What follows belongs to an exercise in optimizing a design on an open flow for small area, a short achievable clock period and few clock cycles per item; a production flow would make more cautious choices.
The RTL was checked by simulation tests, not by an equivalence proof against the original design.

==> trial 86: inputs <==
## execute_stage
module execute_stage
#(
  parameter int DATA_W = legv8_pkg::DATA_W_DEFAULT
) (
  input  logic              clk,
  input  logic              reset,
  input  logic              ID_EX_Valid,
  input  logic              ID_EX_RegWrite,
  input  logic              ID_EX_MemRead,
  input  logic              ID_EX_MemWrite,
  input  logic              ID_EX_MemtoReg,
  input  logic              ID_EX_Branch,
  input  logic              ID_EX_ALUSrc,
  input  logic [3:0]        ID_EX_ALUOp,
  input  logic [4:0]        ID_EX_RegisterRd,
  input  logic [DATA_W-1:0] ID_EX_PC,
  input  logic [DATA_W-1:0] ID_EX_ReadData1,
  input  logic [DATA_W-1:0] ID_EX_ReadData2,
  input  logic [DATA_W-1:0] ID_EX_SignExtImm,
  input  logic [1:0]        ForwardA,
  input  logic [1:0]        ForwardB,
  input  logic [DATA_W-1:0] WB_WriteData,
  input  logic              flush,
  output logic              ex_stall,
  output logic              EX_MEM_Valid,
  output logic              EX_MEM_RegWrite,
  output logic              EX_MEM_MemRead,
  output logic              EX_MEM_MemWrite,
  output logic              EX_MEM_MemtoReg,
  output logic              EX_MEM_Branch,
  output logic              EX_MEM_Zero,
  output logic [4:0]        EX_MEM_RegisterRd,
  ...
Settings: LEC_CHECK=0, CAP_MARGIN=20, CORE_MARGIN=2, CORE_UTILIZATION=40, SETUP_SLACK_MARGIN=4.0, SLEW_MARGIN=20, SYNTH_HIERARCHICAL=1, SYNTH_MINIMUM_KEEP_SIZE=0, TNS_END_PERCENT=10; clock period 10.0 ns.
standard.sh (not shown) runs the stock make flow with config.mk's settings and CLKGATE_MAP_FILE= SYNTH_SCRIPT=/design/flow/synth_recipe.tcl, a recipe that flattens the netlist after the stock synthesis.
==> flow/flow/run.sh <==
#!/bin/bash
# The standard layout, with every input and output port buffered by a buf_1
# (the default port buffer is a slow delay buffer); the resizer upsizes the
# ones on critical paths. Make's full output goes to flow_make.log here;
# ORFS's per-step logs stay under orfs/logs/.
set -euo pipefail
bash standard.sh BUFFER_PORTS_ARGS="-buffer_cell sky130_fd_sc_hd__buf_1" finish > flow_make.log 2>&1
==> trial 40: changes against trial 86 <==
--- a/flow/design.v
+++ b/flow/design.v
@@ -39,27 +39,27 @@
     w_row[8] = {i_p[47:0], 16'b0};
     for (int j = 0; j < 8; j++) begin
       w_row[8][2*j] = i_neg[j];
     end
   end
   logic [63:0] s1, c1, s2, c2, s3, c3, s4, c4, s5, c5, s6, c6, s7, c7;
   assign s1 = w_row[0] ^ w_row[1] ^ w_row[2];
-  assign c1 = {(w_row[0][62:0] & w_row[1][62:0]) | (w_row[0][62:0] & w_row[2][62:0]) | (w_row[1][62:0] & w_row[2][62:0]), 1'b0};
+  assign c1 = {(w_row[0][62:0] & w_row[1][62:0]) | (w_row[2][62:0] & (w_row[0][62:0] ^ w_row[1][62:0])), 1'b0};
   assign s2 = w_row[3] ^ w_row[4] ^ w_row[5];
-  assign c2 = {(w_row[3][62:0] & w_row[4][62:0]) | (w_row[3][62:0] & w_row[5][62:0]) | (w_row[4][62:0] & w_row[5][62:0]), 1'b0};
+  assign c2 = {(w_row[3][62:0] & w_row[4][62:0]) | (w_row[5][62:0] & (w_row[3][62:0] ^ w_row[4][62:0])), 1'b0};
   assign s3 = w_row[6] ^ w_row[7] ^ w_row[8];
-  assign c3 = {(w_row[6][62:0] & w_row[7][62:0]) | (w_row[6][62:0] & w_row[8][62:0]) | (w_row[7][62:0] & w_row[8][62:0]), 1'b0};
+  assign c3 = {(w_row[6][62:0] & w_row[7][62:0]) | (w_row[8][62:0] & (w_row[6][62:0] ^ w_row[7][62:0])), 1'b0};
   assign s4 = s1 ^ c1 ^ s2;
-  assign c4 = {(s1[62:0] & c1[62:0]) | (s1[62:0] & s2[62:0]) | (c1[62:0] & s2[62:0]), 1'b0};
+  assign c4 = {(s1[62:0] & c1[62:0]) | (s2[62:0] & (s1[62:0] ^ c1[62:0])), 1'b0};
   assign s5 = c2 ^ s3 ^ c3;
-  assign c5 = {(c2[62:0] & s3[62:0]) | (c2[62:0] & c3[62:0]) | (s3[62:0] & c3[62:0]), 1'b0};
+  assign c5 = {(c2[62:0] & s3[62:0]) | (c3[62:0] & (c2[62:0] ^ s3[62:0])), 1'b0};
   assign s6 = s4 ^ c4 ^ s5;
-  assign c6 = {(s4[62:0] & c4[62:0]) | (s4[62:0] & s5[62:0]) | (c4[62:0] & s5[62:0]), 1'b0};
+  assign c6 = {(s4[62:0] & c4[62:0]) | (s5[62:0] & (s4[62:0] ^ c4[62:0])), 1'b0};
   assign s7 = s6 ^ c6 ^ c5;
-  assign c7 = {(s6[62:0] & c6[62:0]) | (s6[62:0] & c5[62:0]) | (c6[62:0] & c5[62:0]), 1'b0};
+  assign c7 = {(s6[62:0] & c6[62:0]) | (c5[62:0] & (s6[62:0] ^ c6[62:0])), 1'b0};
   logic [63:0] w_cp, w_cg;
   add64_ks u_cpa (
     .i_a   (s7),
     .i_b   (c7),
     .i_cin (1'b0),
     .o_sum (o_p),
     .o_p   (w_cp),
@@ -155,57 +155,63 @@
   logic [63:0] w_op_a, w_fwd_b, w_op_b;
   assign fa_ex = (ForwardA == FWD_EXMEM);
   assign fa_wb = (ForwardA == FWD_WB);
   assign fb_ex = (ForwardB == FWD_EXMEM);
   assign fb_wb = (ForwardB == FWD_WB);
   fwd_same u_fa_rf (.i_f(ForwardA), .o_same(fa_rf));
   fwd_same u_fb_rf (.i_f(ForwardB), .o_same(fb_rf));
-  assign w_op_a  = ({64{fa_ex}} & EX_MEM_ALUResult) | ({64{fa_wb}} & WB_WriteData) |
-                   ({64{fa_rf}} & ID_EX_ReadData1);
-  assign w_fwd_b = ({64{fb_ex}} & EX_MEM_ALUResult) | ({64{fb_wb}} & WB_WriteData) |
-                   ({64{fb_rf}} & ID_EX_ReadData2);
-  assign w_op_b  = ({64{ID_EX_ALUSrc}} & ID_EX_SignExtImm) |
-                   ({64{!ID_EX_ALUSrc && fb_ex}} & EX_MEM_ALUResult) |
-                   ({64{!ID_EX_ALUSrc && fb_wb}} & WB_WriteData) |
-                   ({64{!ID_EX_ALUSrc && fb_rf}} & ID_EX_ReadData2);
+  logic [63:0] w_a_exwb, w_b_exwb, w_ob_exwb, w_ob_imrf;
+  vec_ao22 u_a1  (.i_s1(fa_ex), .i_x1(EX_MEM_ALUResult), .i_s2(fa_wb), .i_x2(WB_WriteData),
+                  .o_y(w_a_exwb));
+  vec_ao21 u_a2  (.i_t(w_a_exwb), .i_s(fa_rf), .i_x(ID_EX_ReadData1), .o_y(w_op_a));
+  vec_ao22 u_b1  (.i_s1(fb_ex), .i_x1(EX_MEM_ALUResult), .i_s2(fb_wb), .i_x2(WB_WriteData),
+                  .o_y(w_b_exwb));
+  vec_ao21 u_b2  (.i_t(w_b_exwb), .i_s(fb_rf), .i_x(ID_EX_ReadData2), .o_y(w_fwd_b));
+  vec_ao22 u_ob1 (.i_s1(!ID_EX_ALUSrc && fb_ex), .i_x1(EX_MEM_ALUResult),
+                  .i_s2(!ID_EX_ALUSrc && fb_wb), .i_x2(WB_WriteData), .o_y(w_ob_exwb));
+  vec_ao22 u_ob2 (.i_s1(ID_EX_ALUSrc), .i_x1(ID_EX_SignExtImm),
+                  .i_s2(!ID_EX_ALUSrc && fb_rf), .i_x2(ID_EX_ReadData2), .o_y(w_ob_imrf));
+  assign w_op_b = w_ob_exwb | w_ob_imrf;
   logic is_and, is_orr, is_add, is_sub, is_passb, is_eor, is_nor, is_lsl, is_lsr, is_mul;
   assign is_and   = (ID_EX_ALUOp == ALU_AND);
   assign is_orr   = (ID_EX_ALUOp == ALU_ORR);
   assign is_add   = (ID_EX_ALUOp == ALU_ADD);
   assign is_sub   = (ID_EX_ALUOp == ALU_SUB);
   assign is_passb = (ID_EX_ALUOp == ALU_PASSB);
   assign is_eor   = (ID_EX_ALUOp == ALU_EOR);
   assign is_nor   = (ID_EX_ALUOp == ALU_NOR);
   assign is_lsl   = (ID_EX_ALUOp == ALU_LSL);
   assign is_lsr   = (ID_EX_ALUOp == ALU_LSR);
   assign is_mul   = (ID_EX_ALUOp == ALU_MUL);
   logic        w_addsub;
   logic [63:0] w_b_x, w_p, w_g, w_sum;
   logic        w_zero_sum;
-  assign w_addsub = is_add | is_sub;
-  assign w_b_x    = w_op_b ^ {64{is_sub}};
+  logic w_sub;
+  assign w_sub    = ID_EX_ALUOp[2] & ID_EX_ALUOp[1] & !ID_EX_ALUOp[0];
+  assign w_addsub = !ID_EX_ALUOp[3] & ID_EX_ALUOp[1] & !ID_EX_ALUOp[0];
+  assign w_b_x    = w_op_b ^ {64{w_sub}};
   ex_addsub u_add (
     .i_a    (w_op_a),
     .i_b    (w_b_x),
-    .i_cin  (is_sub),
+    .i_cin  (w_sub),
     .o_sum  (w_sum),
     .o_p    (w_p),
     .o_g    (w_g),
     .o_zero (w_zero_sum)
   );
   logic        t_11, t_01, t_00;
   logic [63:0] w_bitwise;
   assign t_11 = is_and | is_orr;
   assign t_01 = is_orr | is_eor;
   assign t_00 = is_nor;
   assign w_bitwise = ({64{t_11}} & w_g) | ({64{t_01}} & w_p) | ({64{t_00}} & ~(w_p | w_g)) |
                      ({64{is_passb}} & w_op_b);
   logic [63:0] w_shift;
   logic        w_is_shift, w_zero_shift;
-  assign w_is_shift = is_lsl | is_lsr;
+  assign w_is_shift = ID_EX_ALUOp[3] & !ID_EX_ALUOp[2] & !ID_EX_ALUOp[1];   
   ex_shifter u_shift (
     .i_a    (w_op_a),
     .i_amt  (w_op_b[5:0]),
     .i_lsr  (ID_EX_ALUOp[0]),    
     .o_y    (w_shift),
     .o_zero (w_zero_shift)
   );
@@ -475,7 +481,24 @@
   input  logic       i_busy,
   input  logic       i_more,
   output logic       o_stall
 );
   assign o_stall = !i_reset && !i_flush &&
                    ((i_valid && (i_op == legv8_pkg::ALU_MUL) && !i_busy) || i_more);
 endmodule
+module vec_ao22 (
+  input  logic        i_s1,
+  input  logic [63:0] i_x1,
+  input  logic        i_s2,
+  input  logic [63:0] i_x2,
+  output logic [63:0] o_y
+);
+  assign o_y = ({64{i_s1}} & i_x1) | ({64{i_s2}} & i_x2);
+endmodule
+module vec_ao21 (
+  input  logic [63:0] i_t,
+  input  logic        i_s,
+  input  logic [63:0] i_x,
+  output logic [63:0] o_y
+);
+  assign o_y = i_t | ({64{i_s}} & i_x);
+endmodule
- CORE_UTILIZATION: 40 -> 45
==> trial 17: changes against trial 86 <==
--- a/flow/design.v
+++ b/flow/design.v
@@ -39,27 +39,27 @@
     w_row[8] = {i_p[47:0], 16'b0};
     for (int j = 0; j < 8; j++) begin
       w_row[8][2*j] = i_neg[j];
     end
   end
   logic [63:0] s1, c1, s2, c2, s3, c3, s4, c4, s5, c5, s6, c6, s7, c7;
   assign s1 = w_row[0] ^ w_row[1] ^ w_row[2];
-  assign c1 = {(w_row[0][62:0] & w_row[1][62:0]) | (w_row[0][62:0] & w_row[2][62:0]) | (w_row[1][62:0] & w_row[2][62:0]), 1'b0};
+  assign c1 = {(w_row[0][62:0] & w_row[1][62:0]) | (w_row[2][62:0] & (w_row[0][62:0] ^ w_row[1][62:0])), 1'b0};
   assign s2 = w_row[3] ^ w_row[4] ^ w_row[5];
-  assign c2 = {(w_row[3][62:0] & w_row[4][62:0]) | (w_row[3][62:0] & w_row[5][62:0]) | (w_row[4][62:0] & w_row[5][62:0]), 1'b0};
+  assign c2 = {(w_row[3][62:0] & w_row[4][62:0]) | (w_row[5][62:0] & (w_row[3][62:0] ^ w_row[4][62:0])), 1'b0};
   assign s3 = w_row[6] ^ w_row[7] ^ w_row[8];
-  assign c3 = {(w_row[6][62:0] & w_row[7][62:0]) | (w_row[6][62:0] & w_row[8][62:0]) | (w_row[7][62:0] & w_row[8][62:0]), 1'b0};
+  assign c3 = {(w_row[6][62:0] & w_row[7][62:0]) | (w_row[8][62:0] & (w_row[6][62:0] ^ w_row[7][62:0])), 1'b0};
   assign s4 = s1 ^ c1 ^ s2;
-  assign c4 = {(s1[62:0] & c1[62:0]) | (s1[62:0] & s2[62:0]) | (c1[62:0] & s2[62:0]), 1'b0};
+  assign c4 = {(s1[62:0] & c1[62:0]) | (s2[62:0] & (s1[62:0] ^ c1[62:0])), 1'b0};
   assign s5 = c2 ^ s3 ^ c3;
-  assign c5 = {(c2[62:0] & s3[62:0]) | (c2[62:0] & c3[62:0]) | (s3[62:0] & c3[62:0]), 1'b0};
+  assign c5 = {(c2[62:0] & s3[62:0]) | (c3[62:0] & (c2[62:0] ^ s3[62:0])), 1'b0};
   assign s6 = s4 ^ c4 ^ s5;
-  assign c6 = {(s4[62:0] & c4[62:0]) | (s4[62:0] & s5[62:0]) | (c4[62:0] & s5[62:0]), 1'b0};
+  assign c6 = {(s4[62:0] & c4[62:0]) | (s5[62:0] & (s4[62:0] ^ c4[62:0])), 1'b0};
   assign s7 = s6 ^ c6 ^ c5;
-  assign c7 = {(s6[62:0] & c6[62:0]) | (s6[62:0] & c5[62:0]) | (c6[62:0] & c5[62:0]), 1'b0};
+  assign c7 = {(s6[62:0] & c6[62:0]) | (c5[62:0] & (s6[62:0] ^ c6[62:0])), 1'b0};
   logic [63:0] w_cp, w_cg;
   add64_ks u_cpa (
     .i_a   (s7),
     .i_b   (c7),
     .i_cin (1'b0),
     .o_sum (o_p),
     .o_p   (w_cp),
@@ -155,57 +155,63 @@
   logic [63:0] w_op_a, w_fwd_b, w_op_b;
   assign fa_ex = (ForwardA == FWD_EXMEM);
   assign fa_wb = (ForwardA == FWD_WB);
   assign fb_ex = (ForwardB == FWD_EXMEM);
   assign fb_wb = (ForwardB == FWD_WB);
   fwd_same u_fa_rf (.i_f(ForwardA), .o_same(fa_rf));
   fwd_same u_fb_rf (.i_f(ForwardB), .o_same(fb_rf));
-  assign w_op_a  = ({64{fa_ex}} & EX_MEM_ALUResult) | ({64{fa_wb}} & WB_WriteData) |
-                   ({64{fa_rf}} & ID_EX_ReadData1);
-  assign w_fwd_b = ({64{fb_ex}} & EX_MEM_ALUResult) | ({64{fb_wb}} & WB_WriteData) |
-                   ({64{fb_rf}} & ID_EX_ReadData2);
-  assign w_op_b  = ({64{ID_EX_ALUSrc}} & ID_EX_SignExtImm) |
-                   ({64{!ID_EX_ALUSrc && fb_ex}} & EX_MEM_ALUResult) |
-                   ({64{!ID_EX_ALUSrc && fb_wb}} & WB_WriteData) |
-                   ({64{!ID_EX_ALUSrc && fb_rf}} & ID_EX_ReadData2);
+  logic [63:0] w_a_exwb, w_b_exwb, w_ob_exwb, w_ob_imrf;
+  vec_ao22 u_a1  (.i_s1(fa_ex), .i_x1(EX_MEM_ALUResult), .i_s2(fa_wb), .i_x2(WB_WriteData),
+                  .o_y(w_a_exwb));
+  vec_ao21 u_a2  (.i_t(w_a_exwb), .i_s(fa_rf), .i_x(ID_EX_ReadData1), .o_y(w_op_a));
+  vec_ao22 u_b1  (.i_s1(fb_ex), .i_x1(EX_MEM_ALUResult), .i_s2(fb_wb), .i_x2(WB_WriteData),
+                  .o_y(w_b_exwb));
+  vec_ao21 u_b2  (.i_t(w_b_exwb), .i_s(fb_rf), .i_x(ID_EX_ReadData2), .o_y(w_fwd_b));
+  vec_ao22 u_ob1 (.i_s1(!ID_EX_ALUSrc && fb_ex), .i_x1(EX_MEM_ALUResult),
+                  .i_s2(!ID_EX_ALUSrc && fb_wb), .i_x2(WB_WriteData), .o_y(w_ob_exwb));
+  vec_ao22 u_ob2 (.i_s1(ID_EX_ALUSrc), .i_x1(ID_EX_SignExtImm),
+                  .i_s2(!ID_EX_ALUSrc && fb_rf), .i_x2(ID_EX_ReadData2), .o_y(w_ob_imrf));
+  assign w_op_b = w_ob_exwb | w_ob_imrf;
   logic is_and, is_orr, is_add, is_sub, is_passb, is_eor, is_nor, is_lsl, is_lsr, is_mul;
   assign is_and   = (ID_EX_ALUOp == ALU_AND);
   assign is_orr   = (ID_EX_ALUOp == ALU_ORR);
   assign is_add   = (ID_EX_ALUOp == ALU_ADD);
   assign is_sub   = (ID_EX_ALUOp == ALU_SUB);
   assign is_passb = (ID_EX_ALUOp == ALU_PASSB);
   assign is_eor   = (ID_EX_ALUOp == ALU_EOR);
   assign is_nor   = (ID_EX_ALUOp == ALU_NOR);
   assign is_lsl   = (ID_EX_ALUOp == ALU_LSL);
   assign is_lsr   = (ID_EX_ALUOp == ALU_LSR);
   assign is_mul   = (ID_EX_ALUOp == ALU_MUL);
   logic        w_addsub;
   logic [63:0] w_b_x, w_p, w_g, w_sum;
   logic        w_zero_sum;
-  assign w_addsub = is_add | is_sub;
-  assign w_b_x    = w_op_b ^ {64{is_sub}};
+  logic w_sub;
+  assign w_sub    = ID_EX_ALUOp[2] & ID_EX_ALUOp[1] & !ID_EX_ALUOp[0];
+  assign w_addsub = !ID_EX_ALUOp[3] & ID_EX_ALUOp[1] & !ID_EX_ALUOp[0];
+  assign w_b_x    = w_op_b ^ {64{w_sub}};
   ex_addsub u_add (
     .i_a    (w_op_a),
     .i_b    (w_b_x),
-    .i_cin  (is_sub),
+    .i_cin  (w_sub),
     .o_sum  (w_sum),
     .o_p    (w_p),
     .o_g    (w_g),
     .o_zero (w_zero_sum)
   );
   logic        t_11, t_01, t_00;
   logic [63:0] w_bitwise;
   assign t_11 = is_and | is_orr;
   assign t_01 = is_orr | is_eor;
   assign t_00 = is_nor;
   assign w_bitwise = ({64{t_11}} & w_g) | ({64{t_01}} & w_p) | ({64{t_00}} & ~(w_p | w_g)) |
                      ({64{is_passb}} & w_op_b);
   logic [63:0] w_shift;
   logic        w_is_shift, w_zero_shift;
-  assign w_is_shift = is_lsl | is_lsr;
+  assign w_is_shift = ID_EX_ALUOp[3] & !ID_EX_ALUOp[2] & !ID_EX_ALUOp[1];   
   ex_shifter u_shift (
     .i_a    (w_op_a),
     .i_amt  (w_op_b[5:0]),
     .i_lsr  (ID_EX_ALUOp[0]),    
     .o_y    (w_shift),
     .o_zero (w_zero_shift)
   );
@@ -475,7 +481,24 @@
   input  logic       i_busy,
   input  logic       i_more,
   output logic       o_stall
 );
   assign o_stall = !i_reset && !i_flush &&
                    ((i_valid && (i_op == legv8_pkg::ALU_MUL) && !i_busy) || i_more);
 endmodule
+module vec_ao22 (
+  input  logic        i_s1,
+  input  logic [63:0] i_x1,
+  input  logic        i_s2,
+  input  logic [63:0] i_x2,
+  output logic [63:0] o_y
+);
+  assign o_y = ({64{i_s1}} & i_x1) | ({64{i_s2}} & i_x2);
+endmodule
+module vec_ao21 (
+  input  logic [63:0] i_t,
+  input  logic        i_s,
+  input  logic [63:0] i_x,
+  output logic [63:0] o_y
+);
+  assign o_y = i_t | ({64{i_s}} & i_x);
+endmodule
- CAP_MARGIN: 20 -> 30
- SLEW_MARGIN: 20 -> 30
==> summary of the runs <==
Trial 40 completed without violations. Trial 86 completed with no timing, DRC or antenna violations. Trial 17 produced a clean layout. Against trial 17, the utilization of trial 40 is higher by 6.2 points. Against trial 40, the clock-buffer cell count of trial 17 is higher by 9. Register-to-register slack, highest first: trial 86, trial 40, trial 17. Design area, lowest first: trial 17, trial 40, trial 86. Clock skew: trial 40 < trial 86 < trial 17. Of trial 86 and trial 40, trial 86 has the higher synthesized cell count (gap about 8%, measured against trial 40). In sequential cell count, trial 86 and trial 17 do not differ. In area after synthesis, trial 40 and trial 86 hardly differ.
Testbench counts of trial 86, summed over its fixed seeds: cycles 6,499, instrs 4,800.
Testbench counts of trial 40, summed over its fixed seeds: cycles 6,499, instrs 4,800.
Testbench counts of trial 17, summed over its fixed seeds: cycles 6,499, instrs 4,800.

separate check: timing with driven ports:
No port has a modelled driver above. Below, the same layouts with a new extraction and two added sets of constraints.
Step 1 assumes that a clkbuf_16 drives the clock port and a buf_2 every other input.
Step 2 also shifts input and output timing later by t, the mid clock arrival at the registers, as if the neighbouring blocks saw the same clock.
a / b / c = ideal ports / drivers / drivers and shift; a / b = the first two.
run	t (ns)	slack for setup (ns)	pins driven straight from the clock port
trial 86	0.718	3.776 / 3.729 / 3.011	1
trial 40	0.754	3.154 / 3.206 / 2.452	1
trial 17	0.754	3.589 / 3.623 / 2.879	1
After both steps every run listed still meets setup and hold. The setup slack of trial 86, which loses most, moves by -0.047 ns with the drivers and by -0.765 ns with both steps.
